What follows belongs to an exercise in optimizing a design on an open flow for a short achievable clock period and few clock cycles; a production flow would make more cautious choices. Only simulation tests tie the RTL to the original design; equivalence was not proved. Power is estimated from default activity; no workload was simulated.

## main
==> flow/design.v (excerpt) <==
module mips_core (
	input  wire                    clk,
	input  wire                    rst_n,
	input  wire [32-1:0]   imem_data,
	input  wire [32-1:0]   dmem_rdata,
	output logic [32-1:0]  imem_addr,
	output logic [32-1:0]  dmem_addr,
	output logic [32-1:0]  dmem_wdata,
	output logic                   dmem_we
);
	localparam int BHT_AW = 6;
	localparam int BHT_N  = 1 << BHT_AW;
	logic [31:2]  pc_f;
	logic [31:0]  ir_d;
	logic [31:1]  rs_oh0_d, rt_oh0_d;    
	logic [31:1]  rs_ohn1_d, rt_ohn1_d;  
	logic [31:1]  rs_oh2_d, rt_oh2_d;    
	logic [31:1]  rs_ohn3_d, rt_ohn3_d;  
	logic         valid_d;
	logic [31:2]  pc_d;
	logic [31:0]  a_e;         
	logic [31:0]  b_e;         
	logic [31:0]  sb_e;        
	logic [31:0]  sd_e;        
	logic         sdl_e;       
	logic [3:0]   sh_lo_e;
	logic [7:0]   shl_hi_e, shr_hi_e;
	logic         arith_e, op_sub_e, op_slt_e, op_and_e, op_or_e;
	logic         regw_e, ld_e, st_e;
	logic [4:0]   dest_e;
	logic         br_e, beq_e, pred_e;
	logic [31:2]  alt_e;
	logic [BHT_AW-1:0] bidx_e;
	logic         bv_e;
	logic [1:0]   bc_e;
	logic [31:0]  alu_m;
	logic [31:0]  daddr_m;
	logic [31:0]  wdata_m;
	logic         we_m;
	logic         regw_m, ld_m;
	logic [4:0]   dest_m;
	logic [31:1]  wen_m;       
	logic [31:0]  rf [1:31];
  ...
==> flow/config.mk <==
export PLATFORM = sky130hd
export DESIGN_NAME = mips_core
export DESIGN_NICKNAME = mips_core
export VERILOG_FILES = /design/flow/design.v
export SDC_FILE = /design/flow/constraint.sdc
export NUM_CORES = 4
export LEC_CHECK = 0
export ABC_CLOCK_PERIOD_IN_PS = 2500
export CAP_MARGIN = 20
export CELL_PAD_IN_SITES_DETAIL_PLACEMENT = 1
export CELL_PAD_IN_SITES_GLOBAL_PLACEMENT = 2
export CORE_MARGIN = 2
export CORE_UTILIZATION = 35
export SLEW_MARGIN = 20
export TNS_END_PERCENT = 100
==> flow/constraint.sdc <==
create_clock -name core_clock -period 8.0 [get_ports {clk}]
set_input_delay 1.6000 -clock core_clock [delete_from_list [all_inputs] [get_ports {clk}]]
set_output_delay 1.6000 -clock core_clock [all_outputs]
set_load 0.01 [all_outputs]
standard.sh (not shown) runs the stock make flow with config.mk's settings and CLKGATE_MAP_FILE= SYNTH_SCRIPT=/design/flow/synth_recipe.tcl, a recipe that flattens the netlist after the stock synthesis.
==> flow/flow/run.sh <==
#!/bin/bash
set -euo pipefail
bash standard.sh SETUP_SLACK_MARGIN=5.4 finish > make_finish.log 2>&1
main closes out successfully: all stages finished, all timing, DRC and antenna checks passed.
Testbench counts of main, summed over its fixed seeds: cycles 83,102.
Relative to main, the following input files were edited for the feature branch:
Settings: an added SETUP_SLACK_MARGIN of 5.
==> flow/run.sh (new file) <==
#!/bin/bash
# synth_recipe.tcl (not shown) runs the flow's synth.tcl, then flattens the netlist and writes it again
# the make line also repeats each setting of config.mk as NAME=value (left out here)
make -C /OpenROAD-flow-scripts/flow DESIGN_CONFIG=/design/flow/config.mk WORK_HOME=/design/flow/orfs CLKGATE_MAP_FILE= SYNTH_SCRIPT=/design/flow/synth_recipe.tcl finish
removed: flow/flow/run.sh
removed: flow/standard.sh
Results
- The feature branch has completed all stages; timing, DRC and antenna checks passed.
- Re proportion of cell area occupied by registers: the feature branch is 2.1 points up on main.
- The feature branch vs main: total power consumption of the routed design down by a few percent
- The feature branch vs. main: required arrival time at the worst endpoint went up by 60 ps.
- Mean number of vias per cell up 0.56% in the feature branch wrt main


mips_core, a different RTL version from the one above (not shown whole).
For scale: roughly 12000 cells after synthesis, about 2000 flip-flops, roughly 160 I/O pins, ~0.095 mm^2 of cells after synthesis.
make LEC_CHECK=0 ABC_AREA=1 ABC_CLOCK_PERIOD_IN_PS=2500 CAP_MARGIN=20 CELL_PAD_IN_SITES_DETAIL_PLACEMENT=1 CELL_PAD_IN_SITES_GLOBAL_PLACEMENT=2 CORE_MARGIN=2 CORE_UTILIZATION=35 SETUP_SLACK_MARGIN=5 SLEW_MARGIN=20 TNS_END_PERCENT=100 finish   # period 8.0 ns
run.sh (not shown) runs the stock make flow with config.mk's settings and CLKGATE_MAP_FILE= SYNTH_SCRIPT=/design/flow/synth_recipe.tcl, a recipe that flattens the netlist after the stock synthesis.
Stock flow here: none of the scripts above is used.
Testbench counts at the start, summed over its fixed seeds: cycles 83,102.
Rerun with:
Settings changed: ABC_AREA 1 to unset.
The changed run finished clean.
Critical path depth goes up by 2.
Routed wire length goes down by 7.3%.
Synthesized area goes down by 4.7%.
Fmax goes down by 2.5%.
Via count goes down by 12%.
Global-route usage goes down by 0.87 points.
Setup slack gets worse by 0.081 ns.
Die area goes down by 4.7%.
First-iteration DRC count goes down by 7.8%.

-- re-timing with driven ports --
In the flow no input, the clock included, has a driving cell. The finished layouts below were timed again as built, in two steps.
Step 1, drivers: a clkbuf_16 drives clk and a buf_2 each remaining input, both assumed.
Step 2 adds t to the input delays and takes it off the output delays; t is the mean of the earliest and latest rising clock arrival at the registers after step 1. Input paths then give back, and output paths get back, about the clock's delay inside the block.
a / b / c = ideal / step 1 / step 2; a / b = the first two.
run	t (ns)	slack for setup (ns)	latest minus earliest clock arrival (ns)	pins driven straight from the clock port
main	0.968	4.813 / 4.813 / 4.078	0.050 / 0.049	1
the feature branch	0.971	4.772 / 4.772 / 3.928	0.059 / 0.059	1
the first run of note 2	1.018	4.861 / 4.861 / 4.050	0.052 / 0.052	1
the second run of note 2	1.048	4.780 / 4.780 / 3.806	0.096 / 0.095	1
After both steps setup and hold are still met in every run listed. For the second run of note 2, which loses most, drivers alone change the setup slack by 0.000 ns; drivers and shift together by -0.974 ns. The worst setup slack also covers recovery checks on asynchronous resets.
